Source: an optimization exercise on an open RTL-to-GDS flow (aim: small area and a short achievable clock period). Production flows keep margins and buffers that such runs may drop.
Only simulation tests tie the RTL to the original design; equivalence was not proved.
Power and IR drop assume default switching activity.

==> job 7230: inputs <==
==> flow/design.v <==
`timescale 1ns/10ps
`default_nettype none
package mem_model_pkg;
  localparam int data_width     = 64;
  localparam int ram_items      = 2 ** 28;              
  localparam int index_width    = $clog2(ram_items);
  localparam int addr_width     = index_width + 3;      
  localparam int cache_lines    = 16;
  localparam int line_sel_width = $clog2(cache_lines);
  localparam logic [data_width-1:0] lfsr_taps = 64'hd800_0000_0000_0000;
  localparam logic [data_width-1:0] fill_seed = 64'h9e37_79b9_7f4a_7c15;
  typedef logic [1:0] access_size_t;
  localparam access_size_t size_byte  = 2'd0;
  localparam access_size_t size_half  = 2'd1;
  localparam access_size_t size_word  = 2'd2;
  localparam access_size_t size_dword = 2'd3;
  typedef struct packed {
    logic                  write;
    logic [addr_width-1:0] addr;
    access_size_t          size;
    logic                  sign_ext;
    logic [data_width-1:0] wdata;
  } mem_req_t;
  typedef struct packed {
    logic [index_width-1:0] index;
    logic [data_width-1:0]  mask;    
    logic [data_width-1:0]  data;    
  } word_access_t;
  typedef struct packed {
    logic [2:0]   offset;
    access_size_t size;
    logic         sign_ext;
  } load_tag_t;
endpackage
`default_nettype wire
`timescale 1ns/10ps
`default_nettype none
module mem_model_top (
  input  wire         glb_clk,
  input  wire         reset,
  input  wire         req_valid,
  input  wire         req_write,
  input  wire [30:0]  req_addr,
  input  wire [1:0]   req_size,
  input  wire         req_sign_ext,
  input  wire [63:0]  req_wdata,
  output wire         rsp_valid,
  output wire [63:0]  rsp_data
);
  localparam logic [63:0] lfsr_taps = mem_model_pkg::lfsr_taps;
  localparam logic [63:0] fill_seed = mem_model_pkg::fill_seed;
  logic [15:0] line_valid;
  logic [27:0] line_tag  [16];
  logic [63:0] line_data [16];
  logic [3:0]  fill_ptr;
  logic [63:0] fill_value;
  logic        rsp_valid_q;
  logic        req;
  logic        store;
  logic [27:0] index;
  logic [2:0]  offset;
  logic [15:0] line_hit;
  logic        hit;
  logic [15:0] ptr_dec;
  logic [15:0] alloc;
  logic [63:0] read_word;
  assign req    = req_valid & ~reset;
  assign store  = req_write;
  assign index  = req_addr[30:3];
  assign offset = req_addr[2:0];
  always_comb begin
    for (int i = 0; i < 16; i++) begin
      line_hit[i] = line_valid[i] && (line_tag[i] == index);
      ptr_dec[i]  = (fill_ptr == 4'(i));
    end
  end
  assign hit = |line_hit;
  always_comb begin
    read_word = fill_value & {64{~hit}};
    for (int i = 0; i < 16; i++) begin
      read_word = read_word | (line_data[i] & {64{line_hit[i]}});
    end
  end
  logic [7:0]  size_lanes;
  logic [7:0]  byte_lanes;
  logic [63:0] wdata_rep;     
  logic [63:0] write_word;
  always_comb begin
    unique case (req_size)
      2'd0:    size_lanes = 8'h01;
      2'd1:    size_lanes = 8'h03;
      2'd2:    size_lanes = 8'h0f;
      default: size_lanes = 8'hff;
    endcase
    byte_lanes = size_lanes << offset;
    unique case (req_size)
      2'd0:    wdata_rep = {8{req_wdata[7:0]}};
      2'd1:    wdata_rep = {4{req_wdata[15:0]}};
      2'd2:    wdata_rep = {2{req_wdata[31:0]}};
      default: wdata_rep = req_wdata;
    endcase
    for (int b = 0; b < 8; b++) begin
      write_word[b*8 +: 8] = (store && byte_lanes[b]) ? wdata_rep[b*8 +: 8] : fill_value[b*8 +: 8];
    end
  end
  assign alloc = ptr_dec & {16{req & ~hit}};
  always_ff @(posedge glb_clk) begin
    for (int i = 0; i < 16; i++) begin
      if (alloc[i]) begin
        line_tag[i] <= index;
      end
      for (int b = 0; b < 8; b++) begin
        if (alloc[i] || (req && store && line_hit[i] && byte_lanes[b])) begin
          line_data[i][b*8 +: 8] <= write_word[b*8 +: 8];
        end
      end
    end
  end
  always_ff @(posedge glb_clk) begin
    if (reset) begin
      line_valid <= '0;
      fill_ptr   <= '0;
    end else begin
      line_valid <= line_valid | alloc;
      if (req_valid) begin
        fill_ptr <= fill_ptr + 4'd1;
      end
    end
  end
  always_ff @(posedge glb_clk) begin
    if (reset) begin
      fill_value <= fill_seed;
    end else begin
      fill_value <= (fill_value >> 1) ^ (fill_value[0] ? lfsr_taps : 64'd0);
    end
  end
  logic [7:0]  msb_lane;      
  logic [15:0] sign_cand;     
  logic        fill_cand;
  logic        sign;
  logic [63:0] word_q;
  logic [7:0]  sel0_q;        
  logic [3:0]  sel1_q;        
  logic        ext1_q;        
  logic [1:0]  sel23_q;       
  logic        ext23_q;       
  logic        dword_q;       
  logic        ext47_q;       
  always_comb begin
    unique case (req_size)
      2'd0:    msb_lane = 8'b1 << offset;
      2'd1:    msb_lane = 8'b1 << {offset[2:1], 1'b1};
      default: msb_lane = 8'b1 << {offset[2], 2'b11};
    endcase
    for (int i = 0; i < 16; i++) begin
      sign_cand[i] = 1'b0;
      for (int m = 0; m < 8; m++) begin
        sign_cand[i] = sign_cand[i] | (msb_lane[m] & line_data[i][m*8+7]);
      end
    end
    fill_cand = 1'b0;
    for (int m = 0; m < 8; m++) begin
      fill_cand = fill_cand | (msb_lane[m] & fill_value[m*8+7]);
    end
    sign = (fill_cand & ~hit) | |(sign_cand & line_hit);
  end
  always_ff @(posedge glb_clk) begin
    word_q  <= read_word;
    sel0_q  <= 8'b1 << offset;
    sel1_q  <= (req_size == 2'd0) ? 4'b0 : (4'b1 << offset[2:1]);
    ext1_q  <= (req_size == 2'd0) & req_sign_ext & sign;
    sel23_q <= req_size[1] ? (2'b1 << offset[2]) : 2'b0;
    ext23_q <= ~req_size[1] & req_sign_ext & sign;
    dword_q <= (req_size == 2'd3);
    ext47_q <= (req_size != 2'd3) & req_sign_ext & sign;
  end
  logic [7:0] wbyte [8];
  logic [7:0] out0;
  logic [7:0] out1;
  logic [15:0] out23;
  always_comb begin
    for (int b = 0; b < 8; b++) begin
      wbyte[b] = word_q[b*8 +: 8];
    end
    out0 = '0;
    for (int b = 0; b < 8; b++) begin
      out0 = out0 | (wbyte[b] & {8{sel0_q[b]}});
    end
    out1 = {8{ext1_q}};
    for (int j = 0; j < 4; j++) begin
      out1 = out1 | (wbyte[2*j+1] & {8{sel1_q[j]}});
    end
    out23 = ({wbyte[3], wbyte[2]} & {16{sel23_q[0]}})
          | ({wbyte[7], wbyte[6]} & {16{sel23_q[1]}})
          | {16{ext23_q}};
  end
  always_ff @(posedge glb_clk) begin
    if (reset) begin
      rsp_valid_q <= 1'b0;
    end else begin
      rsp_valid_q <= req_valid & ~req_write;
    end
  end
  assign rsp_data = {(word_q[63:32] & {32{dword_q}}) | {32{ext47_q}}, out23, out1, out0};
  assign rsp_valid = rsp_valid_q;
endmodule
`default_nettype wire
==> flow/run.sh <==
#!/bin/bash
# synth_recipe.tcl (not shown) runs the flow's synth.tcl, then flattens the netlist and writes it again
# the make line also repeats each setting of config.mk as NAME=value (left out here)
make -C /OpenROAD-flow-scripts/flow DESIGN_CONFIG=/design/flow/config.mk WORK_HOME=/design/flow/orfs CLKGATE_MAP_FILE= SYNTH_SCRIPT=/design/flow/synth_recipe.tcl finish
==> flow/config.mk <==
export PLATFORM = sky130hd
export DESIGN_NAME = mem_model_top
export DESIGN_NICKNAME = mem_model_top
export VERILOG_FILES = /design/flow/design.v
export SDC_FILE = /design/flow/constraint.sdc
export NUM_CORES = 4
export LEC_CHECK = 0
export CAP_MARGIN = 20
export CORE_MARGIN = 2
export CORE_UTILIZATION = 40
export SETUP_SLACK_MARGIN = 5
export SLEW_MARGIN = 20
export TNS_END_PERCENT = 0
==> flow/constraint.sdc <==
create_clock -name core_clock -period 9.0 [get_ports {glb_clk}]
set_input_delay 1.8000 -clock core_clock [delete_from_list [all_inputs] [get_ports {glb_clk}]]
set_output_delay 1.8000 -clock core_clock [all_outputs]
set_load 0.01 [all_outputs]
==> job 4983 (differences from job 7230) <==
==> flow/flow/run.sh (new file) <==
#!/bin/bash
# Standard ORFS layout, except that the port buffers are plain buf_2 cells
# (ORFS otherwise picks a slow delay buffer for them and never swaps it out).
set -euo pipefail
export BUFFER_PORTS_ARGS="-buffer_cell sky130_fd_sc_hd__buf_2"
bash standard.sh > standard.log 2>&1
==> flow/standard.sh (new file) <==
#!/bin/bash
# synth_recipe.tcl (not shown) runs the flow's synth.tcl, then flattens the netlist and writes it again
# the make line also repeats each setting of config.mk as NAME=value (left out here)
make -C /OpenROAD-flow-scripts/flow DESIGN_CONFIG=/design/flow/config.mk WORK_HOME=/design/flow/orfs CLKGATE_MAP_FILE= SYNTH_SCRIPT=/design/flow/synth_recipe.tcl "${@:-finish}"
--- a/flow/config.mk
+++ b/flow/config.mk
@@ -11,3 +11,2 @@
 export SETUP_SLACK_MARGIN = 5
 export SLEW_MARGIN = 20
-export TNS_END_PERCENT = 0
removed: flow/run.sh
==> job 8378 (differences from job 7230) <==
==> flow/flow/run.sh (new file) <==
#!/bin/bash
# Standard ORFS layout, except that the port buffers are plain buf_2 cells
# (ORFS otherwise picks a slow delay buffer for them and never swaps it out).
set -euo pipefail
export BUFFER_PORTS_ARGS="-buffer_cell sky130_fd_sc_hd__buf_2"
bash standard.sh > standard.log 2>&1
==> flow/standard.sh (new file) <==
#!/bin/bash
# synth_recipe.tcl (not shown) runs the flow's synth.tcl, then flattens the netlist and writes it again
# the make line also repeats each setting of config.mk as NAME=value (left out here)
make -C /OpenROAD-flow-scripts/flow DESIGN_CONFIG=/design/flow/config.mk WORK_HOME=/design/flow/orfs CLKGATE_MAP_FILE= SYNTH_SCRIPT=/design/flow/synth_recipe.tcl "${@:-finish}"
--- a/flow/config.mk
+++ b/flow/config.mk
@@ -9,5 +9,7 @@
 export CORE_MARGIN = 2
 export CORE_UTILIZATION = 40
+export CTS_BUF_LIST = sky130_fd_sc_hd__clkbuf_16
+export CTS_CLUSTER_DIAMETER = 80
+export CTS_CLUSTER_SIZE = 24
 export SETUP_SLACK_MARGIN = 5
 export SLEW_MARGIN = 20
-export TNS_END_PERCENT = 0
removed: flow/run.sh
==> job 5727 (differences from job 7230) <==
==> flow/flow/run.sh (new file) <==
#!/bin/bash
# Standard ORFS layout, except that the port buffers are plain buf_2 cells
# (ORFS otherwise picks a slow delay buffer for them and never swaps it out).
set -euo pipefail
export BUFFER_PORTS_ARGS="-buffer_cell sky130_fd_sc_hd__buf_2"
bash standard.sh > standard.log 2>&1
==> flow/standard.sh (new file) <==
#!/bin/bash
# synth_recipe.tcl (not shown) runs the flow's synth.tcl, then flattens the netlist and writes it again
# the make line also repeats each setting of config.mk as NAME=value (left out here)
make -C /OpenROAD-flow-scripts/flow DESIGN_CONFIG=/design/flow/config.mk WORK_HOME=/design/flow/orfs CLKGATE_MAP_FILE= SYNTH_SCRIPT=/design/flow/synth_recipe.tcl "${@:-finish}"
--- a/flow/config.mk
+++ b/flow/config.mk
@@ -9,5 +9,6 @@
 export CORE_MARGIN = 2
 export CORE_UTILIZATION = 40
+export CTS_BUF_LIST = sky130_fd_sc_hd__clkbuf_8
 export SETUP_SLACK_MARGIN = 5
 export SLEW_MARGIN = 20
-export TNS_END_PERCENT = 0
+export TNS_END_PERCENT = 10
removed: flow/run.sh
==> run summary <==
item	job 8378	job 4983	job 5727	job 7230
Cell count of the worst reg-to-reg path	17	16	13	13
Max_slew headroom	28.5%	33.5%	20.0%	32.4%
Critical Path Fanout Max	5	8	40	35
Fraction of area in multi-input gates	23.2%	22.0%	22.2%	21.9%
Final design instance area without fill	82400 sq um	83500 sq um	78500 sq um	79300 sq um
Number of cells on the critical path	18	20	13	13
Diode count	13	5	5	6
Power share of the combinational group	7.5%	6.1%	5.9%	5.7%
Total CTS buffers	89	167	288	168
Register share of total power	59.6%	52.2%	54.4%	51.7%
Number of fill cells	12700	12600	13500	13200
Power in combinational cells	1.08 mW	1.00 mW	0.920 mW	0.940 mW
Shortest clock period the worst path allows after layout	4.61 ns	4.40 ns	4.20 ns	4.33 ns
Run status	timing/DRC/antenna clean	timing/DRC/antenna clean	timing/DRC/antenna clean	timing/DRC/antenna clean
Routed metal-1 wirelength	93400 um	93900 um	90900 um	87200 um
Power drawn by the clock network	4.68 mW	6.80 mW	6.21 mW	7.02 mW
Clock Buffer Count	93	213	310	214
Layout multi-input combinational cell count	2147	2146	2147	2145
Total wire length after detailed routing	253000 um	255000 um	235000 um	228000 um
HPWL after detailed placement	140000 um	140000 um	138000 um	136000 um
Slowest stage cell on the critical path	sky130_fd_sc_hd__xnor2_1	sky130_fd_sc_hd__and4_4	sky130_fd_sc_hd__a211oi_1	sky130_fd_sc_hd__nor3_1

static timing again, ports no longer ideal:
No port has a modelled driver above. Below, the same layouts with a new extraction and two added sets of constraints.
Step 1 sets driving cells, clkbuf_16 on the clock port and buf_2 on the other inputs (assumed; they add their load-dependent delay and slew).
Step 2 times the ports against the registers' clock, not the clock port: input delays grow and output delays shrink by t, the midpoint of the rising clock arrivals with the driver on.
a / b / c = no drivers / after step 1 / after step 2; a / b = the first two.
run	shift t [ns]	slack for setup (ns)	worst hold slack (ns)
job 7230	0.869	4.668 / 4.679 / 3.810	0.465 / 0.465 / 0.465
job 4983	0.881	4.596 / 4.571 / 3.690	0.464 / 0.464 / 0.464
job 8378	0.817	4.391 / 4.433 / 3.616	0.477 / 0.477 / 0.477
job 5727	1.060	4.798 / 4.818 / 3.761	0.452 / 0.452 / 0.452
After both steps setup and hold are still met in every run listed. The setup slack of job 5727, which loses most, moves by +0.020 ns with the drivers and by -1.037 ns with both steps.
